Source: an optimization exercise on an open RTL-to-GDS flow (aim: small area and a short achievable clock period). Production flows keep margins and buffers that such runs may drop. In this exercise RTL edits were held to simulation tests only and were not proved equivalent to the original. The flow treats the clock pin as an ideal source. Dropping or thinning the clock tree relies on that and would not hold on a real chip. Power is estimated from default activity; no workload was simulated.

Design ahb_block_port, start of the top module:
module ahb_block_port
#(
	parameter int RCV_DEPTH = 4,
	parameter int TX_DEPTH = 4
)
(
	input logic tb_HCLK,
	input logic reset,
	input logic hsel,
	input logic [31:0] haddr,
	input logic [1:0] htrans,
	input logic hwrite,
	input logic [31:0] hwdata,
	input logic [3:0] status,
	input logic [127:0] data_in,
	input logic tx_enq,
	input logic rcv_deq,
	output logic [31:0] hrdata,
	output logic hready,
	output logic hresp,
	output logic is_encrypt_pulse,
	output logic is_decrypt_pulse,
	output logic [127:0] rcv_fifo_out,
	output logic tx_fifo_full,
	output logic tx_fifo_empty,
	output logic rcv_fifo_full,
	output logic rcv_fifo_empty
);
	logic hi_zero;
	logic rd_strobe_lo;
	logic rd_zero;
	logic tx_pop_lo;
	logic [3:0] hold_we;
	logic [2:0] hold_keep;
	logic rcv_push;
	logic [127:0] rcv_block;
	logic [31:0] tx_word;
	logic rcv_full;
	logic rcv_empty;
	logic tx_full;
	logic tx_empty;
	ahb_slave_decode decode_i
	(
		.tb_HCLK(tb_HCLK),
		.reset(reset),
		.hsel(hsel),
		.haddr(haddr),
		.htrans(htrans),
		.hwrite(hwrite),
		.tx_fifo_empty(tx_empty),
		.hready(hready),
		.hresp(hresp),
		.hi_zero(hi_zero),
		.rd_strobe_lo(rd_strobe_lo),
		.rd_zero(rd_zero),
		.tx_pop_lo(tx_pop_lo),
		.hold_we(hold_we),
		.hold_keep(hold_keep),
		.is_encrypt_pulse(is_encrypt_pulse),
		.is_decrypt_pulse(is_decrypt_pulse)
	);
	block_assembler assembler_i
	(
		.tb_HCLK(tb_HCLK),
		.reset(reset),
		.hold_we(hold_we),
		.hold_keep(hold_keep),
		.hwdata(hwdata),
		.push(rcv_push),
		.block(rcv_block)
	);
	slave_regs regs_i
	(
		.tb_HCLK(tb_HCLK),
		.reset(reset),
		.status(status),
		.tx_word(tx_word),
		.rcv_full(rcv_full),
		.rcv_empty(rcv_empty),
		.tx_full(tx_full),
		.tx_empty(tx_empty),
		.hi_zero(hi_zero),
		.rd_strobe_lo(rd_strobe_lo),
		.rd_zero(rd_zero),
		.rd_tx_region(haddr[7]),
		.hrdata(hrdata)
	);
	rcv_block_fifo rcv_fifo_i
	(
		.tb_HCLK(tb_HCLK),
  ...
Size in the first run: roughly 1,200 flip-flops, ~0.045 mm^2 of cells after synthesis.
clock: 3.2 ns
lec_check: 0
abc_area: 1
cap_margin: 20
core_margin: 2
core_utilization: 55
cts_cluster_diameter: 150
cts_cluster_size: 25
place_density: 0.65
setup_slack_margin: 1.55
slew_margin: 20
standard.sh (not shown) runs the stock make flow with config.mk's settings and CLKGATE_MAP_FILE= SYNTH_SCRIPT=/design/flow/synth_recipe.tcl, a recipe that flattens the netlist after the stock synthesis.
==> flow/flow/run.sh <==
#!/bin/bash
export POST_CTS_TCL=$(pwd)/flow/post_cts.tcl
export SKIP_CTS_REPAIR_TIMING=1
export BUFFER_PORTS_ARGS="-buffer_cell sky130_fd_sc_hd__buf_2"
bash standard.sh > standard.log 2>&1
==> flow/flow/post_cts.tcl <==
set block [ord::get_db_block]
set port_net [$block findNet tb_HCLK]
set loads [$port_net getITerms]
if {[llength $loads] == 1} {
  set root [[lindex $loads 0] getInst]
  set out_net [[$root findITerm X] getNet]
  set sinks {}
  foreach it [$out_net getITerms] {
    if {[$it getInst] ne $root} { lappend sinks $it }
  }
  if {[string match "sky130_fd_sc_hd__clkbuf*" [[$root getMaster] getName]] && [llength $sinks] <= 4} {
    puts "post_cts: removing root clock buffer [$root getName] driving [llength $sinks] pins"
    foreach it $sinks {
      $it disconnect
      $it connect $port_net
    }
    odb::dbInst_destroy $root
    odb::dbNet_destroy $out_net
  } else {
    puts "post_cts: root clock buffer kept ([llength $sinks] pins)"
  }
}
estimate_parasitics -placement
report_clock_latency
repair_timing_helper
detailed_placement
check_placement -verbose
Rerun with:
==> flow/flow/run.sh (replaced) <==
#!/bin/bash
# Standard layout with these changes:
#  - ports are buffered with buf_2 instead of the delay-cell buffers buffer_ports picks by
#    default, and the data inputs that only feed register data pins drop to buf_1 before
#    repair_design (pre_resize.tcl);
#  - CTS runs without dummy loads;
#  - CTS's own timing repair is skipped and done in the post-CTS hook, on the final tree.
# Each tool's log stays in orfs/logs; standard.log holds make's output.
export POST_CTS_TCL=$(pwd)/flow/post_cts.tcl
export PRE_RESIZE_TCL=$(pwd)/flow/pre_resize.tcl
export SKIP_CTS_REPAIR_TIMING=1
export BUFFER_PORTS_ARGS="-buffer_cell sky130_fd_sc_hd__buf_2"
export CTS_ARGS="-sink_clustering_enable -repair_clock_nets -sink_clustering_size 25 -sink_clustering_max_diameter 150 -dont_use_dummy_load"
bash standard.sh > standard.log 2>&1
==> flow/flow/pre_resize.tcl (new file) <==
# The data inputs that only feed register data pins (data_in, hwdata, status) are buffered
# with buf_1; repair_design, which follows, resizes any that must be stronger. The other
# ports keep buf_2.
set block [ord::get_db_block]
set buf1 [[ord::get_db] findMaster sky130_fd_sc_hd__buf_1]
set n 0
foreach bterm [$block getBTerms] {
  set name [$bterm getName]
  if {[$bterm getIoType] ne "INPUT"} { continue }
  if {![regexp {^(data_in|hwdata|status)\[} $name]} { continue }
  foreach it [[$bterm getNet] getITerms] {
    set inst [$it getInst]
    if {[string match "input*" [$inst getName]] && [[$inst getMaster] getName] eq "sky130_fd_sc_hd__buf_2"} {
      $inst swapMaster $buf1
      incr n
    }
  }
}
puts "pre_resize: $n input buffers set to buf_1"
CORE_UTILIZATION = 40   (was 55)
PLACE_DENSITY = default   (was 0.65)
Outcome:
- The changed run ran to the end with no violations
- worst setup slack got worse by 0.063 ns
- synthesized cell count stays the same
- first-iteration DRC count is lower by 13%
- power goes down by 1.2%
- register-to-register slack barely changes
- wire length grows by about 6.4%
Rerun with:
CORE_UTILIZATION = 55   (was 40)
PLACE_DENSITY = 0.65   (was default)
After rerunning: Design area goes down by a few percent. Worst setup slack is better by 0.047 ns. Maximum frequency increases by a few percent. Power is lower slightly. Count of clock-buffer cells in the layout is unchanged. Via count rises slightly. Utilization goes up by 16 points.
Rerun with:
CORE_UTILIZATION = 65   (was 55)
PLACE_DENSITY = 0.74   (was 0.65)
- setup slack is better by 0.010 ns
- utilization grows by 11 points
- sequential share of layout area goes up by 0.78 points
Rerun with:
==> flow/flow/run.sh (replaced) <==
#!/bin/bash
export POST_CTS_TCL=$(pwd)/flow/post_cts.tcl
export SKIP_CTS_REPAIR_TIMING=1
export BUFFER_PORTS_ARGS="-buffer_cell sky130_fd_sc_hd__buf_2"
bash standard.sh > standard.log 2>&1
CORE_UTILIZATION = 40   (was 65)
PLACE_DENSITY = default   (was 0.74)
removed: flow/flow/pre_resize.tcl
Outcome: Total power went up by 3.0%. Via count shrinks by 0.80%. Die area goes up by 61%. Sequential share of layout area went down by 2.8 points. Worst setup slack improves by 0.018 ns. Combinational power grows by about 20%. Utilization drops by 27 points. Final area goes up by 4.5%. Maximum frequency climbs by 1.1%. Critical path depth went down by 6.

========
== oak ==
Starting RTL as in the previous note.
==> flow/config.mk <==
export PLATFORM = sky130hd
export DESIGN_NAME = ahb_block_port
export DESIGN_NICKNAME = ahb_block_port
export VERILOG_FILES = /design/flow/design.v
export SDC_FILE = /design/flow/constraint.sdc
export NUM_CORES = 4
export LEC_CHECK = 0
export ABC_AREA = 1
export CAP_MARGIN = 20
export CORE_MARGIN = 2
export CORE_UTILIZATION = 48
export CTS_CLUSTER_DIAMETER = 150
export CTS_CLUSTER_SIZE = 25
export SETUP_SLACK_MARGIN = 1.6
export SLEW_MARGIN = 20
==> flow/constraint.sdc <==
create_clock -name core_clock -period 3.2 [get_ports {tb_HCLK}]
set_input_delay 0.6400 -clock core_clock [delete_from_list [all_inputs] [get_ports {tb_HCLK}]]
set_output_delay 0.6400 -clock core_clock [all_outputs]
set_load 0.01 [all_outputs]
==> flow/flow/run.sh <==
#!/bin/bash
export POST_CTS_TCL=$(pwd)/flow/post_cts.tcl
export SKIP_CTS_REPAIR_TIMING=1
export BUFFER_PORTS_ARGS="-buffer_cell sky130_fd_sc_hd__buf_2"
bash standard.sh > standard.log 2>&1
Scripts as last shown in full above: flow/flow/post_cts.tcl
The following lists how pine was set up differently from oak:
- setting PLACE_DENSITY to 0.69 for the first time
- changing CORE_UTILIZATION from 48 to 60
- changing SETUP_SLACK_MARGIN from 1.6 to 1.55
--- a/flow/flow/run.sh
+++ b/flow/flow/run.sh
@@ -1,0 +2,7 @@
+# Standard layout with these changes:
+#  - ports are buffered with buf_2 instead of the delay-cell buffers buffer_ports picks by
+#    default, and the data inputs that only feed register data pins drop to buf_1 before
+#    repair_design (pre_resize.tcl);
+#  - CTS runs without dummy loads;
+#  - CTS's own timing repair is skipped and done in the post-CTS hook, on the final tree.
+# Each tool's log stays in orfs/logs; standard.log holds make's output.
@@ -2,0 +10 @@
+export PRE_RESIZE_TCL=$(pwd)/flow/pre_resize.tcl
@@ -4,0 +13 @@
+export CTS_ARGS="-sink_clustering_enable -repair_clock_nets -sink_clustering_size 25 -sink_clustering_max_diameter 150 -dont_use_dummy_load"
==> flow/flow/pre_resize.tcl (new file) <==
# The data inputs that only feed register data pins (data_in, hwdata, status) are buffered
# with buf_1; repair_design, which follows, resizes any that must be stronger. The other
# ports keep buf_2.
set block [ord::get_db_block]
set buf1 [[ord::get_db] findMaster sky130_fd_sc_hd__buf_1]
set n 0
foreach bterm [$block getBTerms] {
  set name [$bterm getName]
  if {[$bterm getIoType] ne "INPUT"} { continue }
  if {![regexp {^(data_in|hwdata|status)\[} $name]} { continue }
  foreach it [[$bterm getNet] getITerms] {
    set inst [$it getInst]
    if {[string match "input*" [$inst getName]] && [[$inst getMaster] getName] eq "sky130_fd_sc_hd__buf_2"} {
      $inst swapMaster $buf1
      incr n
    }
  }
}
puts "pre_resize: $n input buffers set to buf_1"
## What came out
Number of vias in the routed layout delta (oak -> pine): insignificant. In the flow results for oak and pine, the wire length of the first global-routing pass is smaller on pine. pine vs oak — multi-input logic area dropped about 0.6%. pine vs oak, cell count went down by about 7%. pine vs oak — final worst slack dropped 24 ps. Note that the routed wire length recorded for oak amounts to 1.08 times the value seen in pine. Cmp oak and pine / core footprint / lower: pine. pine vs oak, global-route usage went up by 4.4 points. Against oak, pine comes in 0.2 points lower on combinational share of power. Summary of the comparison: iteration count of the initial detailed-routing pass is lower in pine, relative to oak.
Relative to pine, the following input files were edited for birch:
- a change of CORE_UTILIZATION from 60 to 40
- a deleted PLACE_DENSITY that had been 0.69
--- a/flow/flow/run.sh
+++ b/flow/flow/run.sh
@@ -4,2 +4 @@
-#    default, and the data inputs that only feed register data pins drop to buf_1 before
-#    repair_design (pre_resize.tcl);
+#    default, and input ports then drop to buf_1 before repair_design (pre_resize.tcl);
==> flow/flow/pre_resize.tcl <==
# Input ports are buffered with the smallest buffer; repair_design, which follows, resizes
# any that must be stronger. Output ports keep buf_2.
set block [ord::get_db_block]
set buf1 [[ord::get_db] findMaster sky130_fd_sc_hd__buf_1]
set n 0
foreach inst [$block getInsts] {
  if {[string match "input*" [$inst getName]] && [[$inst getMaster] getName] eq "sky130_fd_sc_hd__buf_2"} {
    $inst swapMaster $buf1
    incr n
  }
}
puts "pre_resize: $n input buffers set to buf_1"
Results
Looking at fraction of standard cell area that is sequential, birch sits 2.1 points below pine. In the flow results for birch and pine, the final cell count is smaller on pine. HPWL after detailed placement was higher in birch than in pine. In the reports for birch and pine, the smaller non-clock buffer count belongs to pine. primary input to register as the type of the worst setup path was reported by birch, and register to output pin by pine. For pine, the startpoint of the most critical setup path was rcv_fifo_i.head[88]$_SDFFE_PP0P_, unlike birch, where it was haddr[2]. Worst setup slack after layout (lower): birch. pine has a lower met2 wirelength from detailed routing than birch.

==> afterwards: timing with drivers on the ports <==
The flow's constraints put no driver on any port. The routed layouts listed below were extracted and timed again, unchanged, in two steps. Step 1 sets driving cells, clkbuf_16 on the clock port and buf_2 on the other inputs (assumed; they add their load-dependent delay and slew). Step 2 also shifts input and output timing later by t, the mid clock arrival at the registers, as if the neighbouring blocks saw the same clock. Three values: ideal ports, drivers, drivers and shift; two values: the first two.
run	t, ns	setup slack, ns	worst hold slack (ns)	slew at the worst register clock pin (ns)
the first run of note 1	0.603	1.560 / 1.426 / 1.019	0.376 / 0.263 / 0.458	0.11 / 0.11
the second run of note 1	0.595	1.497 / 1.407 / 0.988	0.417 / 0.291 / 0.448	0.11 / 0.11
the third run of note 1	0.574	1.544 / 1.443 / 1.029	0.442 / 0.331 / 0.457	0.10 / 0.10
the fourth run of note 1	0.570	1.554 / 1.432 / 1.068	0.440 / 0.338 / 0.445	0.10 / 0.10
the fifth run of note 1	0.606	1.572 / 1.423 / 1.078	0.382 / 0.252 / 0.457	0.11 / 0.11
oak	0.589	1.557 / 1.435 / 0.988	0.392 / 0.277 / 0.461	0.11 / 0.11
pine	0.577	1.533 / 1.398 / 1.072	0.445 / 0.333 / 0.451	0.10 / 0.10
birch	0.592	1.504 / 1.393 / 0.998	0.431 / 0.301 / 0.448	0.10 / 0.10
After both steps every run listed still meets setup and hold. The setup slack of oak, which loses most, moves by -0.122 ns with the drivers and by -0.569 ns with both steps.
